Source: an optimization exercise on an open RTL-to-GDS flow (aim: small area). Production flows keep margins and buffers that such runs may drop.
In this exercise RTL edits were held to simulation tests only and were not proved equivalent to the original.
Power is estimated from default activity; no workload was simulated.

`flow/run.sh`:
```
#!/bin/bash
# synth_recipe.tcl (not shown) runs the flow's synth.tcl, then flattens the netlist and writes it again
# the make line also repeats each setting of config.mk as NAME=value (left out here)
make -C /OpenROAD-flow-scripts/flow DESIGN_CONFIG=/design/flow/config.mk WORK_HOME=/design/flow/orfs CLKGATE_MAP_FILE= SYNTH_SCRIPT=/design/flow/synth_recipe.tcl finish
```
`flow/config.mk`:
```
export PLATFORM = sky130hd
export DESIGN_NAME = fineTimeTop
export DESIGN_NICKNAME = fineTimeTop
export VERILOG_FILES = /design/flow/design.v
export SDC_FILE = /design/flow/constraint.sdc
export NUM_CORES = 4
export LEC_CHECK = 0
export CAP_MARGIN = 20
export CORE_MARGIN = 2
export CORE_UTILIZATION = 40
export SLEW_MARGIN = 20
```
`flow/constraint.sdc`:
```
create_clock -name core_clock -period 5.0 [get_ports {clk}]
set_input_delay 1.0000 -clock core_clock [delete_from_list [all_inputs] [get_ports {clk}]]
set_output_delay 1.0000 -clock core_clock [all_outputs]
set_load 0.01 [all_outputs]
```
`flow/design.v`:
```
`timescale 1ns/1ps
package fineTimePkg;
    localparam int WidthW = 8;
    localparam int TimeW  = 32;
    localparam int BusW   = 32;
    localparam int AddrW  = 8;
    localparam int CountW = 16;
    localparam logic [AddrW-1:0] WinElectronLo = 8'h00;
    localparam logic [AddrW-1:0] WinElectronHi = 8'h01;
    localparam logic [AddrW-1:0] WinMuonLo     = 8'h02;
    localparam logic [AddrW-1:0] WinMuonHi     = 8'h03;
    localparam logic [AddrW-1:0] WinPionLo     = 8'h04;
    localparam logic [AddrW-1:0] WinPionHi     = 8'h05;
    localparam logic [AddrW-1:0] ChanBase      = 8'h40;
    typedef struct packed {
        logic [AddrW-1:0] address;
        logic [BusW-1:0]  dataIn;
        logic             read;
        logic             write;
    } localBus_t;
    typedef struct packed {
        logic [WidthW-1:0] electronLo;
        logic [WidthW-1:0] electronHi;
        logic [WidthW-1:0] muonLo;
        logic [WidthW-1:0] muonHi;
        logic [WidthW-1:0] pionLo;
        logic [WidthW-1:0] pionHi;
    } pidWindows_t;
    typedef struct packed {
        logic electron;
        logic muon;
        logic pion;
    } pidFlags_t;
    typedef struct packed {
        logic electron;
        logic muon;
        logic pion;
        logic electronUp;
        logic electronDown;
        logic muonUp;
        logic muonDown;
        logic pionUp;
        logic pionDown;
    } pidSummary_t;
    localparam pidWindows_t WinDefaults = {
        8'd2,  8'd4,
        8'd6,  8'd10,
        8'd12, 8'd20
    };
endpackage
`timescale 1ns/1ps
import fineTimePkg::*;
module busControl #(
    parameter int NumChannels = 48
) (
    input  logic                                clk,
    input  logic                                arstN,
    input  fineTimePkg::localBus_t                           bus,
    input  logic [NumChannels-1:0][CountW-1:0]  countQ,
    input  logic [NumChannels-1:0]              countValid,
    output fineTimePkg::pidWindows_t                         windows,
    output logic [TimeW-1:0]                    timeNow,
    output logic [NumChannels-1:0]              countClear,
    output logic [BusW-1:0]                     dataOut
);
    logic [CountW-1:0] countRead;
    logic [BusW-1:0]   readData;
    always_comb begin
        countRead  = '0;
        countClear = '0;
        for (int k = 0; k < NumChannels; k++) begin
            if (bus.address == AddrW'(ChanBase + k)) begin
                if (countValid[k]) countRead = countQ[k];
                countClear[k] = bus.write;
            end
        end
    end
    always_comb begin
        case (bus.address)
            WinElectronLo: readData = BusW'(windows.electronLo);
            WinElectronHi: readData = BusW'(windows.electronHi);
            WinMuonLo:     readData = BusW'(windows.muonLo);
            WinMuonHi:     readData = BusW'(windows.muonHi);
            WinPionLo:     readData = BusW'(windows.pionLo);
            WinPionHi:     readData = BusW'(windows.pionHi);
            default:       readData = BusW'(countRead);
        endcase
    end
    always_ff @(posedge clk or negedge arstN) begin
        if (!arstN) begin
            windows <= WinDefaults;
        end else if (bus.write) begin
            case (bus.address)
                WinElectronLo: windows.electronLo <= bus.dataIn[WidthW-1:0];
                WinElectronHi: windows.electronHi <= bus.dataIn[WidthW-1:0];
                WinMuonLo:     windows.muonLo     <= bus.dataIn[WidthW-1:0];
                WinMuonHi:     windows.muonHi     <= bus.dataIn[WidthW-1:0];
                WinPionLo:     windows.pionLo     <= bus.dataIn[WidthW-1:0];
                WinPionHi:     windows.pionHi     <= bus.dataIn[WidthW-1:0];
                default: ;
            endcase
        end
    end
    always_ff @(posedge clk or negedge arstN) begin
        if (!arstN) begin
            timeNow <= '0;
        end else begin
            timeNow <= timeNow + 1'b1;
        end
    end
    always_ff @(posedge clk or negedge arstN) begin
        if (!arstN) begin
            dataOut <= '0;
        end else if (bus.read) begin
            dataOut <= readData;
        end else begin
            dataOut <= '0;
        end
    end
endmodule
`timescale 1ns/1ps
import fineTimePkg::*;
module hitChannel (
    input  logic              clk,
    input  logic              arstN,
    input  logic              dIn,
    input  fineTimePkg::pidWindows_t       windows,
    input  logic [TimeW-1:0]  timeNow,
    input  logic              countClear,
    output logic [2:0]        hit,         
    output logic [TimeW-1:0]  stampD,      
    output logic              stampValid,
    output logic [CountW-1:0] countQ,
    output logic              countValid
);
    logic              sync0;
    logic              sync1;
    logic              sync2;
    logic              sync3;
    logic              fall;
    logic              fallD;
    logic [WidthW-1:0] widthCnt;
    logic [TimeW-1:0]  riseTime;
    function automatic logic geChain(input logic [WidthW-1:0] a,
                                     input logic [WidthW-1:0] b);
        logic c;
        c = 1'b1;
        for (int i = 0; i < WidthW; i++) begin
            c = (a[i] & ~b[i]) | ((a[i] | ~b[i]) & c);
        end
        geChain = c;
    endfunction
    function automatic logic inWindow(input logic [WidthW-1:0] width,
                                      input logic [WidthW-1:0] lo,
                                      input logic [WidthW-1:0] hi);
        inWindow = geChain(width, lo) & geChain(hi, width);
    endfunction
    assign fall  = ~sync1 & sync2;
    assign fallD = ~sync2 & sync3;
    always_ff @(posedge clk or negedge arstN) begin
        if (!arstN) begin
            sync0 <= 1'b0;
            sync1 <= 1'b0;
            sync2 <= 1'b0;
            sync3 <= 1'b0;
        end else begin
            sync0 <= dIn;
            sync1 <= sync0;
            sync2 <= sync1;
            sync3 <= sync2;
        end
    end
    always_ff @(posedge clk) begin
        if (!sync2) begin
            widthCnt <= WidthW'(1);
        end else if (sync1 && widthCnt != '1) begin
            widthCnt <= widthCnt + 1'b1;
        end
    end
    always_ff @(posedge clk) begin
        if (!sync2) begin
            riseTime <= timeNow;
        end
    end
    assign hit[2] = fall & inWindow(widthCnt, windows.electronLo, windows.electronHi);
    assign hit[1] = fall & inWindow(widthCnt, windows.muonLo, windows.muonHi);
    assign hit[0] = fall & inWindow(widthCnt, windows.pionLo, windows.pionHi);
    always_ff @(posedge clk) begin
        if (fallD) begin
            stampD <= riseTime;
        end
    end
    always_ff @(posedge clk or negedge arstN) begin
        if (!arstN) begin
            stampValid <= 1'b0;
            countValid <= 1'b0;
        end else begin
            if (fallD) stampValid <= 1'b1;
            if (countClear) countValid <= 1'b0;
            else if (fall) countValid <= 1'b1;
        end
    end
    always_ff @(posedge clk) begin
        if (countValid) begin
            countQ <= countQ + CountW'(fall);
        end else begin
            countQ <= CountW'(1);
        end
    end
endmodule
`timescale 1ns/1ps
import fineTimePkg::*;
module particleCombiner #(
    parameter int NumChannels = 48,
    parameter int GroupSize   = 8
) (
    input  logic                              clk,
    input  logic                              arstN,
    input  logic [NumChannels-1:0][2:0]       hits,
    output logic [8:0]                        summary
);
    localparam int NumGroups = NumChannels / GroupSize;
    logic [2:0] upNext, downNext, restNext;
    logic [2:0] upQ, downQ, restQ;
    always_comb begin
        upNext   = '0;
        downNext = '0;
        restNext = '0;
        for (int c = 0; c < NumChannels; c++) begin
            if ((c / GroupSize) == 0 || (c / GroupSize) == 2)
                upNext = upNext | hits[c];
            else if ((c / GroupSize) == 1 || (c / GroupSize) == 3)
                downNext = downNext | hits[c];
            else
                restNext = restNext | hits[c];
        end
    end
    always_ff @(posedge clk or negedge arstN) begin
        if (!arstN) begin
            upQ     <= '0;
            downQ   <= '0;
            restQ   <= '0;
            summary <= '0;
        end else begin
            upQ     <= upNext;
            downQ   <= downNext;
            restQ   <= restNext;
            summary <= {upQ[2] | downQ[2] | restQ[2],
                        upQ[1] | downQ[1] | restQ[1],
                        upQ[0] | downQ[0] | restQ[0],
                        upQ[2], downQ[2], upQ[1], downQ[1], upQ[0], downQ[0]};
        end
    end
endmodule
`timescale 1ns/1ps
import fineTimePkg::*;
module testMux #(
    parameter int NumChannels = 48
) (
    input  logic                              clk,
    input  logic                              arstN,
    input  logic [NumChannels-1:0][TimeW-1:0] stampsD,
    input  logic [NumChannels-1:0]            stampValid,
    input  logic [5:0]                        testChNum,
    output logic [TimeW-1:0]                  result
);
    logic [3:0]       loQ;
    logic [5:0]       sel;
    logic [TimeW-1:0] pick;
    assign sel = {testChNum[5:4], loQ};
    always_comb begin
        pick = '0;
        for (int c = 0; c < NumChannels; c++) begin
            if (sel == 6'(c) && stampValid[c]) pick = stampsD[c];
        end
    end
    always_ff @(posedge clk) begin
        loQ <= testChNum[3:0];
    end
    always_ff @(posedge clk or negedge arstN) begin
        if (!arstN) begin
            result <= '0;
        end else begin
            result <= pick;
        end
    end
endmodule
`timescale 1ns/1ps
import fineTimePkg::*;
module fineTimeTop #(
    parameter int NumChannels = 48,
    parameter int GroupSize   = 8
) (
    input  logic                   clk,
    input  logic                   arstN,
    input  logic [NumChannels-1:0] dIn,
    input  logic [AddrW-1:0]       busAddress,
    input  logic [BusW-1:0]        busDataIn,
    input  logic                   busRead,
    input  logic                   busWrite,
    output logic [BusW-1:0]        dataOut,
    input  logic [5:0]             testChNum,
    output logic [TimeW-1:0]       result,
    output logic [8:0]             summary
);
    fineTimePkg::localBus_t                          bus;
    fineTimePkg::pidWindows_t                        windows;
    logic [TimeW-1:0]                   timeNow;
    logic [NumChannels-1:0]             countClear;
    logic [NumChannels-1:0][2:0]        hits;
    logic [NumChannels-1:0][TimeW-1:0]  stampsD;
    logic [NumChannels-1:0]             stampValid;
    logic [NumChannels-1:0][CountW-1:0] countQ;
    logic [NumChannels-1:0]             countValid;
    assign bus     = {busAddress, busDataIn, busRead, busWrite};
    busControl #(.NumChannels(NumChannels)) uBusControl (
        .clk        (clk),
        .arstN      (arstN),
        .bus        (bus),
        .countQ     (countQ),
        .countValid (countValid),
        .windows    (windows),
        .timeNow    (timeNow),
        .countClear (countClear),
        .dataOut    (dataOut)
    );
    for (genvar ch = 0; ch < NumChannels; ch++) begin : gChannel
        hitChannel uHitChannel (
            .clk        (clk),
            .arstN      (arstN),
            .dIn        (dIn[ch]),
            .windows    (windows),
            .timeNow    (timeNow),
            .countClear (countClear[ch]),
            .hit        (hits[ch]),
            .stampD     (stampsD[ch]),
            .stampValid (stampValid[ch]),
            .countQ     (countQ[ch]),
            .countValid (countValid[ch])
        );
    end
    particleCombiner #(
        .NumChannels (NumChannels),
        .GroupSize   (GroupSize)
    ) uParticleCombiner (
        .clk     (clk),
        .arstN   (arstN),
        .hits    (hits),
        .summary (summary)
    );
    testMux #(.NumChannels(NumChannels)) uTestMux (
        .clk        (clk),
        .arstN      (arstN),
        .stampsD    (stampsD),
        .stampValid (stampValid),
        .testChNum  (testChNum),
        .result     (result)
    );
endmodule
```
==> flow_metrics.env <==
export IMPL_status="complete, no violations"
export IMPL_area_delta_synth_final_pct=15.2
export IMPL_drive_gt1_share_pct=12.1
export IMPL_path_depth=7
export IMPL_multi_input_area_um2=74600
export IMPL_setup_viol=0
export IMPL_cpMaxStageDelayCell="o311ai_0"
export IMPL_n_fill_cell=47100
export IMPL_dr_wl_met3_um=89100
export IMPL_synth_top_area_share_pct=44.6
export IMPL_yosysSeqAreaShare_pct=61.1
export IMPL_crit_type="reg2reg"
export IMPL_cap_violations=0
export IMPL_rrSetupSlack_ns=0.20
export IMPL_cts_tree="built"
export IMPL_path_clk_slew_ns=0.06
export IMPL_cts_buffers_inserted=475
export IMPL_critical_path_cell_chain="clkinv_2 -> o311ai_0 -> nor4_1 -> a2111o_1 -> or4_1 -> or4_1 -> buf_12"
export IMPL_synth_avg_cell_area_um2=11.5
export IMPL_antenna_found_initial=65
export IMPL_core_area_um2=516000
export IMPL_critPathRequiredTime_ns=5.96
export IMPL_port_buffers=130
export IMPL_num_rows=264
export IMPL_placed_area_um2=222000
export IMPL_num_io_pins=171
export IMPL_fmax_mhz=208
export IMPL_period_minus_slack_ns=4.80
export IMPL_hpwl_um=583000
export IMPL_ys_seq_elements=4662
export IMPL_worstPathArrival_ns=5.76
export IMPL_routed_wl_um=848000
export IMPL_nNetsFinal=18700
export IMPL_critPathLaunch="uBusControl.windows[13]"
export IMPL_drc_errors=0
export IMPL_synthesis_area_um2=207000
export IMPL_slew_headroom_pct=15.4
export IMPL_slew_viol_final=0
export IMPL_worstPathMaxFanout=28
export IMPL_r2r_start="uBusControl.windows[13]"
export IMPL_finClkSkew_ns=0.188
export IMPL_synth_edf_count=3072
export IMPL_wl_met1_um=341000
export IMPL_yosys_warnings=4
export IMPL_worst_pin_slew_ns=1.25
export IMPL_grt_pass1_wl_um=1170000
export IMPL_hold_viol=0
export IMPL_postRouteAntennaNets=0
export IMPL_wl_met2_um=361000
export IMPL_dieWidth_um=723
export IMPL_rsz0062_at_grt="false"
export IMPL_grtUsageTotal_pct=31.4
export IMPL_grt_max_degree=81
export IMPL_drtIter0Drc=23700
export IMPL_cts_num_sinks=4662
export IMPL_hold_path_cell_count=0
export IMPL_crit_family="compound AO/OA/AOI/OAI gates"
export IMPL_top_layer="met5"
export IMPL_power_density_nw_per_um2=390
export IMPL_seqCellArea_um2=126000
export IMPL_leakage_nw=82.5
export IMPL_synthTopCellsByArea="edfxtp_1 (45%), dfxtp_1 (11%), dfrtp_1 (5.1%), xnor2_1 (3.2%), maj3_1 (2.2%)"
export IMPL_yosys_cell_types_count=100
export IMPL_path_buf_inv=2
export IMPL_firstDrtPassIters=7
export IMPL_max_stage_delay_ns=1.07
export IMPL_end_kind="flop"
export IMPL_critPathMostFrequentCell="or4_1"
export IMPL_cp_start_kind="flop"
export IMPL_cts_root_buf="clkbuf_16"
export IMPL_synth_ff_type="edfxtp_1"
export IMPL_cp_endpoint="uParticleCombiner.downQ[0]"
export IMPL_wl_per_cell_um=32.8
export IMPL_yosysTopAreaCell="edfxtp_1"
export IMPL_dr_total_vias=162000
export IMPL_htree_num_levels=5
export IMPL_syn_inst=17900
export IMPL_dieHeight_um=723
export IMPL_post_route_util_pct=46.2
export IMPL_viasPerCell=6.27
export IMPL_start_util_pct=40.1
export IMPL_r2r_end="uParticleCombiner.downQ[0]"
export IMPL_reg2regPathDepth=7
export IMPL_place_congestion=1.03
export IMPL_fin_area_um2=238000
export IMPL_async_flop_share_pct=9.31
export IMPL_overflow=0
export IMPL_insertion_delay_ns=1.14
export IMPL_hold_path_class="reg2reg"
export IMPL_ir_worst_vdd_v=0.000369
export IMPL_cts_buffer_depth=4
export IMPL_finalCritPeriodShare_pct=96.0
export IMPL_p_total_w=0.0930
export IMPL_dieArea_um2=523000
export IMPL_grt_pass1_vias=150000
[routing by layer]
layer  vias up  global-route usage [%]
li1      68600                       -
met4        18                    17.1
met2     10300                    46.4
met3      2203                    6.14
met5         -                       0
met1     80800                    43.3
[how the worst min path moves through the flow]
| stage | start | to | slack (ns) |
|---|---|---|---|
| CTS | gChannel[9].uHitChannel.riseTime[28] | gChannel[9].uHitChannel.stampD[28] | 0.25 |
| finish | gChannel[9].uHitChannel.riseTime[28] | gChannel[9].uHitChannel.stampD[28] | 0.26 |
| detailed placement | gChannel[19].uHitChannel.sync0 | gChannel[19].uHitChannel.sync1 | 0.33 |
| global placement | gChannel[27].uHitChannel.sync0 | gChannel[27].uHitChannel.sync1 | 0.33 |
| floorplan | gChannel[0].uHitChannel.sync0 | gChannel[0].uHitChannel.sync1 | 0.33 |
| global route | gChannel[9].uHitChannel.riseTime[28] | gChannel[9].uHitChannel.stampD[28] | 0.28 |
[stage by stage]
stage / setup slack, ns / hold slack, ns / setup TNS [ns] / cells
global placement: -0.551 / 0.332 / -4.12 / 24900
detailed placement: -0.506 / 0.335 / -4.19 / 24900
floorplan: 1.07 / 0.331 / 0 / 17900
finish: 0.200 / 0.260 / 0 / 25800
CTS: 0.196 / 0.251 / 0 / 25800
global route: 0.0619 / 0.283 / 0 / 25800
[worst reg2reg max path, delay by kind of cell (launching register included)]
family | cells | cell delay, ns
buffers and inverters | 2 | 1.21
AO/OA/AOI/OAI | 2 | 1.48
flip-flops | 1 | 0.77
AND/OR/NAND/NOR | 3 | 1.24
[cells in the final DEF, fill, tap and decap left out, types with 153 or more instances in the layout]
cell type / n
inv_1: 327
a22oi_1: 327
xor2_1: 155
o21ai_0: 658
edfxtp_1: 3072
buf_4: 1056
nor2_1: 1215
dfrtp_1: 354
maj3_1: 459
a31oi_1: 181
o211ai_1: 153
o22ai_1: 397
and2_1: 620
nand4_1: 285
clkbuf_16: 486
nor3_1: 283
a221oi_1: 228
or3_1: 212
nand2b_1: 319
dfxtp_1: 1156
a21oi_1: 650
nand2_1: 1188
and3_1: 227
o221ai_1: 198
nor2b_1: 295
xnor2_1: 762
nand3_1: 802
[power breakdown]
part           leakage [nW]  switching [W]  internal (W)  total (W)
Sequential             43.6        0.00267        0.0439     0.0465
Combinational          31.0        0.00617       0.00381    0.00998
Clock                  7.85         0.0157        0.0208     0.0365
[registers in the layout, indices dropped and copies added (netlist names), 384 cells and up]
name                           count
gChannel.uHitChannel.widthCnt    384
gChannel.uHitChannel.stampD     1536
gChannel.uHitChannel.countQ      768
gChannel.uHitChannel.riseTime   1536
[cell usage after synthesis, drive strengths merged, types with 153 or more instances]
cell	instances
edfxtp	3072
nor2	1221
nand2	1188
dfxtp	1156
clkbuf	1083
nand3	802
xnor2	762
o21ai	662
a21oi	650
and2	628
maj3	470
dfrtp	424
o22ai	397
inv	364
nor2b	346
a22oi	327
nand2b	320
nor3	286
nand4	285
a221oi	228
and3	227
or3	212
o221ai	198
a31oi	181
buf	156
xor2	155
o211ai	153
[what timing repair did]
action,in CTS,in global routing
setup buffers,0,0
resized for setup,0,1
hold buffers,1,0
hold endpoints to repair,8,0
endpoints found under the setup margin,0,1
[logic make-up after synthesis]
logic type      Yosys count  synth area share [%]
simple gates           5863                  14.4
flops                  4662                  61.1
compound gates         4088                  13.9
buf+inv                1700                  3.18
xor+xnor                917                  3.88
fa+ha+maj               615                  3.16
mux                      79                 0.413
other cells               1               0.00181
[layout make-up]
type	count	share of cell area, %
repair buffers	1265	4.53
multi-input cells	11600	31.3
diodes	47	0.0494
clock buffers	656	5.62
inverters	461	0.728
clock inverters	245	1.11
flip-flops and latches	4662	53.0
well taps	6916	3.63

-- afterwards: timing with drivers on the ports --
The results above use ideal ports. As a check the final layout listed here was re-extracted and re-timed, cells and wires unchanged. Step 1 (the two cells are an assumption about what drives the block):
set clk [get_ports {clk}]
set_driving_cell -lib_cell sky130_fd_sc_hd__clkbuf_16 $clk
set_driving_cell -lib_cell sky130_fd_sc_hd__buf_2 [delete_from_list [all_inputs] $clk]
Step 2 adds t to the input delays and takes it off the output delays; t is the mean of the earliest and latest rising clock arrival at the registers after step 1. Input paths then give back, and output paths get back, about the clock's delay inside the block. Three values: ideal ports, drivers, drivers and shift; two values: the first two.
shift t [ns]: 1.177
slack for setup (ns): 0.200 / 0.200 / -0.522
clock arrival spread, ns: 0.189 / 0.190
With both steps, setup timing fails in this run, where it was met with ideal ports. For this run, drivers alone change the setup slack by 0.000 ns; drivers and shift together by -0.722 ns.
